This design comes from an exercise in tuning for small area, a short achievable clock period and few clock cycles per item on the open sky130 flow, not from production work. In this exercise RTL edits were held to simulation tests only and were not proved equivalent to the original. No activity file was given, so power comes from the tool's default toggle rates.

## flow/design.v

```verilog
package szp_pkg;
  localparam int BATCH_PAGES_DEF    = 64;
  localparam int MAX_PAGE_WORDS_DEF = 4096;
  localparam int DATA_W        = 64;
  localparam int PAGE_WORDS_W  = 13;
  localparam int LIMIT_W       = 40;
  localparam int RUN_WORDS_W   = 19;
  localparam int CFG_DATA_W    = 40;
  localparam int CFG_INDEX_W   = 1;
  localparam int RUN_W         = 1 + RUN_WORDS_W + 1 + LIMIT_W;
  localparam logic [PAGE_WORDS_W-1:0] PAGE_WORDS_RST = 13'd512;
  localparam logic [LIMIT_W-1:0]      LIMIT_RST      = '1;
  localparam int RUN_FIFO_DEPTH = 4;
  localparam int FIFO_PTR_W     = $clog2(RUN_FIFO_DEPTH);
  localparam int FILL_W         = $clog2(RUN_FIFO_DEPTH + 1);
  typedef enum logic [CFG_INDEX_W-1:0] {
    CFG_PAGE_WORDS = 1'b0,
    CFG_CORE_LIMIT = 1'b1
  } cfg_reg_t;
  typedef enum logic {
    RUN_SKIP  = 1'b0,
    RUN_WRITE = 1'b1
  } run_kind_t;
  typedef struct packed {
    run_kind_t              kind;
    logic [RUN_WORDS_W-1:0] words;
    logic                   final_run;
    logic [LIMIT_W-1:0]     total;
  } run_t;
  typedef struct packed {
    logic [1:0] cnt;
    run_t       first;
    run_t       second;
  } push_t;
endpackage
module szp_core #(
  parameter int BATCH_PAGES    = szp_pkg::BATCH_PAGES_DEF,
  parameter int MAX_PAGE_WORDS = szp_pkg::MAX_PAGE_WORDS_DEF
) (
  input  logic                            clk,
  input  logic                            rst,
  input  logic                            advance,
  input  logic                            word_nz,
  input  logic                            last_word,
  input  logic                            cfg_write,
  input  logic [szp_pkg::CFG_INDEX_W-1:0] cfg_index,
  input  logic [szp_pkg::CFG_DATA_W-1:0]  cfg_data,
  output szp_pkg::push_t                  push
);
  localparam int WIP_W = $clog2(MAX_PAGE_WORDS + 1);
  localparam int PIB_W = $clog2(BATCH_PAGES + 1);
  logic [szp_pkg::PAGE_WORDS_W-1:0] page_words;
  logic [szp_pkg::LIMIT_W-1:0]      core_limit_words;
  logic                   page_has_data, page_has_data_next;
  logic [WIP_W-1:0]       words_in_page, words_in_page_next;
  logic [PIB_W-1:0]       pages_in_batch, pages_in_batch_next;
  szp_pkg::run_kind_t              open_run_kind, open_run_kind_next;
  logic [szp_pkg::RUN_WORDS_W-1:0] open_run_words, open_run_words_next;
  logic [szp_pkg::LIMIT_W-1:0]     accepted_words, accepted_words_next;
  logic                   limit_hit, limit_hit_next;
  logic                    take, closing, page_done, emit1, emit2, batch_end, has1;
  logic [WIP_W-1:0]        wip1;
  logic [PIB_W-1:0]        pib1;
  logic [szp_pkg::LIMIT_W-1:0]      acc1;
  logic [szp_pkg::PAGE_WORDS_W-1:0] psz;
  logic [szp_pkg::RUN_WORDS_W-1:0]  orw_a, orw_b;
  szp_pkg::run_kind_t               kind, ork_a;
  szp_pkg::run_t                    r1, r2;
  always_ff @(posedge clk) begin
    if (rst) begin
      page_words       <= szp_pkg::PAGE_WORDS_RST;
      core_limit_words <= szp_pkg::LIMIT_RST;
    end else if (cfg_write) begin
      case (cfg_index)
        szp_pkg::CFG_PAGE_WORDS: page_words       <= cfg_data[szp_pkg::PAGE_WORDS_W-1:0];
        szp_pkg::CFG_CORE_LIMIT: core_limit_words <= cfg_data[szp_pkg::LIMIT_W-1:0];
        default: ;
      endcase
    end
  end
  always_comb begin
    if (page_words == '0) begin
      psz = szp_pkg::PAGE_WORDS_W'(1);
    end else if (page_words > szp_pkg::PAGE_WORDS_W'(MAX_PAGE_WORDS)) begin
      psz = szp_pkg::PAGE_WORDS_W'(MAX_PAGE_WORDS);
    end else begin
      psz = page_words;
    end
    take      = (accepted_words < core_limit_words);
    acc1      = accepted_words + szp_pkg::LIMIT_W'(take);
    has1      = page_has_data | (take & word_nz);
    wip1      = words_in_page + WIP_W'(take);
    closing   = !take || last_word || (acc1 >= core_limit_words);
    page_done = (szp_pkg::PAGE_WORDS_W'(wip1) >= psz) || (closing && wip1 != '0);
    kind      = has1 ? szp_pkg::RUN_WRITE : szp_pkg::RUN_SKIP;
    emit1 = page_done && (open_run_words != '0) && (open_run_kind != kind);
    orw_a = emit1 ? '0 : open_run_words;
    ork_a = (page_done && orw_a == '0) ? kind : open_run_kind;
    orw_b = page_done ? orw_a + szp_pkg::RUN_WORDS_W'(wip1) : orw_a;
    pib1  = pages_in_batch + PIB_W'(page_done);
    batch_end = (pib1 >= PIB_W'(BATCH_PAGES)) || closing;
    emit2     = batch_end && (orw_b != '0);
    r1 = {open_run_kind, open_run_words, 1'b0, acc1};
    r2 = {ork_a, orw_b, closing, acc1};
    page_has_data_next  = page_has_data;
    words_in_page_next  = words_in_page;
    pages_in_batch_next = pages_in_batch;
    open_run_kind_next  = open_run_kind;
    open_run_words_next = open_run_words;
    accepted_words_next = accepted_words;
    limit_hit_next      = limit_hit;
    push.cnt            = 2'd0;
    push.first          = emit1 ? r1 : r2;
    push.second         = r2;
    if (advance) begin
      if (limit_hit) begin
        if (last_word) begin
          limit_hit_next      = 1'b0;
          accepted_words_next = '0;
        end
      end else begin
        push.cnt            = 2'(emit1) + 2'(emit2);
        page_has_data_next  = page_done ? 1'b0 : has1;
        words_in_page_next  = page_done ? '0 : wip1;
        pages_in_batch_next = batch_end ? '0 : pib1;
        open_run_kind_next  = batch_end ? szp_pkg::RUN_SKIP : ork_a;
        open_run_words_next = batch_end ? '0 : orw_b;
        accepted_words_next = acc1;
        if (closing) begin
          if (last_word) begin
            accepted_words_next = '0;
            limit_hit_next      = 1'b0;
          end else begin
            limit_hit_next      = 1'b1;
          end
        end
      end
    end
  end
  always_ff @(posedge clk) begin
    if (rst) begin
      page_has_data  <= 1'b0;
      words_in_page  <= '0;
      pages_in_batch <= '0;
      open_run_kind  <= szp_pkg::RUN_SKIP;
      open_run_words <= '0;
      accepted_words <= '0;
      limit_hit      <= 1'b0;
    end else begin
      page_has_data  <= page_has_data_next;
      words_in_page  <= words_in_page_next;
      pages_in_batch <= pages_in_batch_next;
      open_run_kind  <= open_run_kind_next;
      open_run_words <= open_run_words_next;
      accepted_words <= accepted_words_next;
      limit_hit      <= limit_hit_next;
    end
  end
endmodule
module szp_run_fifo (
  input  logic                        clk,
  input  logic                        rst,
  input  szp_pkg::push_t              push,
  output logic                        rd_valid,
  input  logic                        rd_ready,
  output szp_pkg::run_t               rd_data,
  output logic                        room2,
  output logic [szp_pkg::FILL_W-1:0]  fill
);
  logic [szp_pkg::RUN_W-1:0] mem [0:szp_pkg::RUN_FIFO_DEPTH-1];
  logic [szp_pkg::FIFO_PTR_W-1:0] wr_ptr;
  logic [szp_pkg::FIFO_PTR_W-1:0] rd_ptr;
  logic                  pop;
  assign pop      = rd_valid && rd_ready;
  assign rd_valid = (fill != '0);
  assign rd_data  = mem[rd_ptr];
  assign room2    = (fill <= szp_pkg::FILL_W'(szp_pkg::RUN_FIFO_DEPTH - 2));
  always_ff @(posedge clk) begin
    if (push.cnt != 2'd0) begin
      mem[wr_ptr] <= push.first;
    end
    if (push.cnt == 2'd2) begin
      mem[wr_ptr + szp_pkg::FIFO_PTR_W'(1)] <= push.second;
    end
  end
  always_ff @(posedge clk) begin
    if (rst) begin
      wr_ptr <= '0;
      rd_ptr <= '0;
      fill   <= '0;
    end else begin
      wr_ptr <= wr_ptr + szp_pkg::FIFO_PTR_W'(push.cnt);
      rd_ptr <= rd_ptr + szp_pkg::FIFO_PTR_W'(pop);
      fill   <= fill + szp_pkg::FILL_W'(push.cnt) - szp_pkg::FILL_W'(pop);
    end
  end
endmodule
module sparse_zero_page_run_builder #(
  parameter int BATCH_PAGES    = szp_pkg::BATCH_PAGES_DEF,
  parameter int MAX_PAGE_WORDS = szp_pkg::MAX_PAGE_WORDS_DEF
) (
  input  logic                            clk,
  input  logic                            rst,
  input  logic                            items_valid,
  output logic                            items_ready,
  input  logic [szp_pkg::DATA_W-1:0]      items_data_word,
  input  logic                            items_last_word,
  output logic                            runs_valid,
  input  logic                            runs_ready,
  output logic                            runs_run_kind,
  output logic [szp_pkg::RUN_WORDS_W-1:0] runs_run_words,
  output logic                            runs_run_final,
  output logic [szp_pkg::LIMIT_W-1:0]     runs_total_words,
  input  logic                            cfg_write,
  input  logic [szp_pkg::CFG_INDEX_W-1:0] cfg_index,
  input  logic [szp_pkg::CFG_DATA_W-1:0]  cfg_data
);
  logic              s_valid;
  logic              s_nz;
  logic              s_last;
  logic              advance;
  logic              room2;
  logic [szp_pkg::FILL_W-1:0] fill;
  szp_pkg::push_t             push;
  szp_pkg::run_t              head;
  assign advance     = s_valid && room2;
  assign items_ready = !s_valid || advance;
  always_ff @(posedge clk) begin
    if (rst) begin
      s_valid <= 1'b0;
    end else if (items_ready) begin
      s_valid <= items_valid;
    end
  end
  always_ff @(posedge clk) begin
    if (items_valid && items_ready) begin
      s_nz   <= (items_data_word != '0);
      s_last <= items_last_word;
    end
  end
  szp_core #(
    .BATCH_PAGES    (BATCH_PAGES),
    .MAX_PAGE_WORDS (MAX_PAGE_WORDS)
  ) u_core (
    .clk       (clk),
    .rst       (rst),
    .advance   (advance),
    .word_nz   (s_nz),
    .last_word (s_last),
    .cfg_write (cfg_write),
    .cfg_index (cfg_index),
    .cfg_data  (cfg_data),
    .push      (push)
  );
  szp_run_fifo u_fifo (
    .clk      (clk),
    .rst      (rst),
    .push     (push),
    .rd_valid (runs_valid),
    .rd_ready (runs_ready),
    .rd_data  (head),
    .room2    (room2),
    .fill     (fill)
  );
  assign runs_run_kind    = head.kind;
  assign runs_run_words   = head.words;
  assign runs_run_final   = head.final_run;
  assign runs_total_words = head.total;
endmodule
```

## flow/run.sh

```bash
#!/bin/bash
# synth_recipe.tcl (not shown) runs the flow's synth.tcl, then flattens the netlist and writes it again
# the make line also repeats each setting of config.mk as NAME=value (left out here)
make -C /OpenROAD-flow-scripts/flow DESIGN_CONFIG=/design/flow/config.mk WORK_HOME=/design/flow/orfs CLKGATE_MAP_FILE= SYNTH_SCRIPT=/design/flow/synth_recipe.tcl finish
```

## flow/config.mk

```make
export PLATFORM = sky130hd
export DESIGN_NAME = sparse_zero_page_run_builder
export DESIGN_NICKNAME = sparse_zero_page_run_builder
export VERILOG_FILES = /design/flow/design.v
export SDC_FILE = /design/flow/constraint.sdc
export NUM_CORES = 4
export LEC_CHECK = 0
export CAP_MARGIN = 20
export CORE_MARGIN = 2
export CORE_UTILIZATION = 40
export SLEW_MARGIN = 20
```

## flow/constraint.sdc

```tcl
create_clock -name core_clock -period 11.0 [get_ports {clk}]
set_input_delay 2.2000 -clock core_clock [delete_from_list [all_inputs] [get_ports {clk}]]
set_output_delay 2.2000 -clock core_clock [all_outputs]
set_load 0.01 [all_outputs]
```

==> summary.txt <==
[cell families after synthesis]
| family | after synthesis |
|---|---|
| and+or+nand+nor | 584 |
| muxes | 82 |
| DFF | 389 |
| AOI/OAI and AO/OA | 369 |
| xor gates and xnor gates | 69 |
| buffers and inverters | 165 |
| adders and majority gates | 122 |
[metal layers]
layer / vias up / routed length [um] / part of all wire (%) / GRT usage, %
met2: 449 / 25820 / 48 / 34.84
li1: 7041 / - / - / -
met4: 2 / 1536 / 2.9 / 6.770
met5: - / 7 / 0.013 / 0
met3: 81 / 2932 / 5.5 / 3.253
met1: 7277 / 22980 / 43 / 26.83
[flip-flops by register name, indices dropped and copies added, names as in the netlist]
signal,count
s_last,1
u_core.page_words,13
u_fifo.fill,3
s_valid,1
u_core.core_limit_words,40
u_fifo.mem,244
s_nz,1
u_core.accepted_words,40
u_core.page_has_data,1
u_core.open_run_kind,1
u_core.pages_in_batch,7
u_core.words_in_page,13
u_core.limit_hit,1
u_fifo.wr_ptr,2
u_fifo.rd_ptr,2
u_core.open_run_words,19
[what timing repair did]
item                                    in CTS  in global routing
resized for setup                            2                 29
buffers inserted                             0                 21
pin swaps                                    0                 14
hold endpoints to repair                     0                  0
cloned                                       0                  4
endpoints found under the setup margin      79                333
[per-stage QoR]
stage	instance area [um2]	util (%)	std cells
after CTS	23920	48.86	2645
after detailed placement	22610	46.20	2569
after floorplan	20000	-	1780
final	24290	49.62	2670
after global routing	24290	49.62	2670
after global placement	22610	46.20	2569
[placed cells by master (no fill, tap or decap), types with 16 or more instances in the layout]
cell type and n:
sky130_fd_sc_hd__nor3_1 16, sky130_fd_sc_hd__buf_4 68, sky130_fd_sc_hd__clkbuf_16 43, sky130_fd_sc_hd__dfxtp_1 138, sky130_fd_sc_hd__edfxtp_1 246, sky130_fd_sc_hd__inv_1 62, sky130_fd_sc_hd__a211o_1 41, sky130_fd_sc_hd__a21oi_1 139
sky130_fd_sc_hd__ha_1 117, sky130_fd_sc_hd__xor2_1 28, sky130_fd_sc_hd__a21o_1 16, sky130_fd_sc_hd__clkdlybuf4s50_1 172, sky130_fd_sc_hd__nand4_1 22, sky130_fd_sc_hd__xnor2_1 36, sky130_fd_sc_hd__o21ai_0 76, sky130_fd_sc_hd__nor4_1 26
sky130_fd_sc_hd__a22oi_1 27, sky130_fd_sc_hd__nand2_1 168, sky130_fd_sc_hd__mux4_2 61, sky130_fd_sc_hd__and3_1 55, sky130_fd_sc_hd__and2_1 20, sky130_fd_sc_hd__nand3_1 41, sky130_fd_sc_hd__nor2_1 146
[area by class of cell]
cell class	instances	share of cell area, %
flip-flops and latches	389	42.24
clock buffers	51	4.466
inverters	64	0.9994
well taps	664	3.421
clock inverters	25	0.8603
multi-input cells	1228	38.14
repair buffers	249	9.880
[how the worst max path moves through the flow]
stage          depth (start not counted)  slack (ns)                 to
3_5_place_dp                          43       -0.04  u_fifo.mem[0][31]
6_report                              45        0.53   u_fifo.mem[2][0]
4_1_cts                               43        0.03  u_fifo.mem[2][59]
3_3_place_gp                          43        0.31  u_fifo.mem[0][32]
5_1_grt                               46       -0.12     u_fifo.fill[2]
2_1_floorplan                         45        0.02   u_fifo.mem[3][0]
[power by group]
| part | switching (mW) | total (mW) | leakage, nW | internal [mW] |
|---|---|---|---|---|
| Combinational | 0.369 | 0.769 | 5.56 | 0.400 |
| Clock | 0.594 | 1.35 | 0.624 | 0.756 |
| Sequential | 0.0477 | 1.63 | 3.44 | 1.59 |
==> key figures <==
Timing
  – Final period utilization: 95.21%
  – Minimum setup slack in the final design: 0.5264 ns
  – Worst rel slew slack: 27.11%
  – Clk_skew: 0.03596 ns
  – Worst hold slack: 0.4594 ns
  – Final critical delay including setup and external delays: 10.47 ns
  – TNS Setup: 0 ns
  – Fmax: 0.09548 GHz
  – Finish-stage setup viols: 0
  – Total count of hold-check failures in the final report: 0
  – Transition time at the pin with the least slew margin: 1.093 ns
  – Final Max Tran Viols: 0

Synth
  – Dominant cells by area after synthesis: sky130_fd_sc_hd__edfxtp_1 37%, sky130_fd_sc_hd__dfxtp_1 14%, sky130_fd_sc_hd__ha_1 7.6%
  – Most frequent cell after synthesis: sky130_fd_sc_hd__edfxtp_1
  – Count of state elements after synthesis: 389
  – Top FF cell, synth: sky130_fd_sc_hd__edfxtp_1
  – Cell accounting for the most synthesized area: sky130_fd_sc_hd__edfxtp_1
  – Synth Area in Adders: 7.769%
  – Leading post-synthesis cells by instance count: 246 x sky130_fd_sc_hd__edfxtp_1, 169 x sky130_fd_sc_hd__nand2_1, 148 x sky130_fd_sc_hd__nor2_1
  – Gate count of the mapped netlist: 1780
  – Net Count, Synth: 2013
  – Share of the yosys chip area belonging to registers: 51.66%
  – Synthesized-area fraction occupied by xor and xnor cells: 3.046%
  – Compound-gate portion of the synthesized area: 11.60%
  – Yosys top cell area share: 37.23%
  – Mean Syn Cell Area: 11.15 um2
  – Proportion of synthesized area in mux cells: 8.072%
  – Dominant combinational cell family by area after synthesis: simple AND/OR/NAND/NOR gates
  – Mapped Area: 0.01984 mm2
  – Simple-gate share of the synthesized area: 14.65%
  – Share of async-settable or async-resettable flops after synthesis: 0%
  – EDFF count, synth: 246
  – Syn. warnings: 3
  – Number of library cell types mapped by synthesis: 74

Floorplanning
  – Die footprint: 0.05140 mm2
  – Die Span Y: 226.7 um
  – Starting density of the core: 40.53%
  – Area of the core: 0.04895 mm2
  – Width of the chip: 226.7 um
  – Cell row count: 81
  – Boundary Pins: 174

Hold path
  – Startpoint of the most critical hold path: u_core.core_limit_words[2]
  – Min-Delay Endpoint: u_core.core_limit_words[2]
  – Hold WC Path Type: reg2reg
  – Cells on Worst Hold Path: 1

Clocking
  – Clock latency on the worst-skew pair: 0.58 ns
  – Cell at the root of the clock tree: sky130_fd_sc_hd__clkbuf_16
  – Number of sinks on the clock net: 389
  – H-tree level count: 2
  – Worst-case clock buffer depth: 3
  – TritonCTS buffer count: 42
  – Clock transition at the registers of the reported paths: 0.07 ns
  – TritonCTS clock tree: done
  – Cts-stage hold buffer count: 0

Power and ir drop
  – Worst VDD drop: 0.09993 mV
  – Static power due to leakage: 9.619 nW
  – Ratio of total power to cell area: 154.5 mW/mm2
  – Post-layout power: 3.752 mW

Global route
  – Largest net degree at the start of global routing: 93
  – Vias in the first global route: 14.34k
  – Antenna violations before repair: 1
  – Global-route usage over all layers: 20.55%
  – Global-route wire length before repair: 81.54 mm
  – Congestion Overflow GR: 0

Layout
  – Nets@finish: 2207
  – Growth of design area from synthesis to finish: 22.42%
  – Area of all sequential standard cells: 0.01026 mm2
  – Number of inserted diodes: 0
  – Area of the multi-input gates: 0.009263 mm2
  – Filler cell count in the final layout: 4365
  – Share of final-layout standard cells stronger than drive strength 1: 13.66%

Critical path
  – Crit-path max cell delay: 0.53 ns
  – Category of the worst setup path launch point: flop
  – Depth of the worst register-to-register path: 45
  – Slowest cell on the critical path: sky130_fd_sc_hd__or4_1
  – Data required time at the worst endpoint: 11.26 ns
  – Classification of the worst setup path: reg2reg
  – Data arrival time of the critical path: 10.73 ns
  – Source of the critical timing path: u_core.core_limit_words[33]
  – Crit-path leading delay family: simple AND/OR/NAND/NOR gates
  – Maximum net fanout on the critical path: 10
  – Element type at the critical path end: flop
  – Reg2Reg Launch Point: u_core.core_limit_words[33]
  – Worst reg2reg endpoint: u_fifo.mem[2][0]
  – Buffers & Inverters on Critical Path: 5
  – Cell mode on critical path: sky130_fd_sc_hd__and3_4
  – Flop-to-flop setup slack: 0.53 ns

Flow run
  – Number of max-capacitance violations reported: 0

Detailed routing
  – Remaining DRCs: 0
  – Number of iterations in the first detailed-routing pass: 5
  – DR vias/cell: 5.562
  – Routed Wire Length: 53.28 mm
  – Total via count after detailed routing: 14.85k
  – Routed wirelength normalized by instance count: 19.95 um
  – Starting DRC count in detailed routing: 1310
  – Final antenna-violating net count: 0

Run status
  – Status: no timing/DRC/antenna violations

Placement
  – Input/output buffers: 173
  – Placement-stage worst setup slack: -0.03715 ns
  – Global placement routability congestion: 0.8975
  – DP HPWL: 36.57 mm
Testbench counts, summed over its fixed seeds: cycles 48,112, items 48,000.

-- afterwards: timing with drivers on the ports --
Ports are ideal in the flow. The routed layout listed here was re-timed in OpenROAD.
Step 1 assumes that a clkbuf_16 drives the clock port and a buf_2 every other input.
Step 2 adds t to the input delays and takes it off the output delays; t is the mean of the earliest and latest rising clock arrival at the registers after step 1. Input paths then give back, and output paths get back, about the clock's delay inside the block.
Slacks: ideal / step 1 / step 2; pairs: ideal / step 1.
t (ns): 0.614
slack for setup (ns): 0.526 / 0.526 / 0.526
worst data-port slew with drivers (ns): 0.05
After both steps setup and hold are still met in this run. For this run, drivers alone change the setup slack by 0.000 ns; drivers and shift together by 0.000 ns.
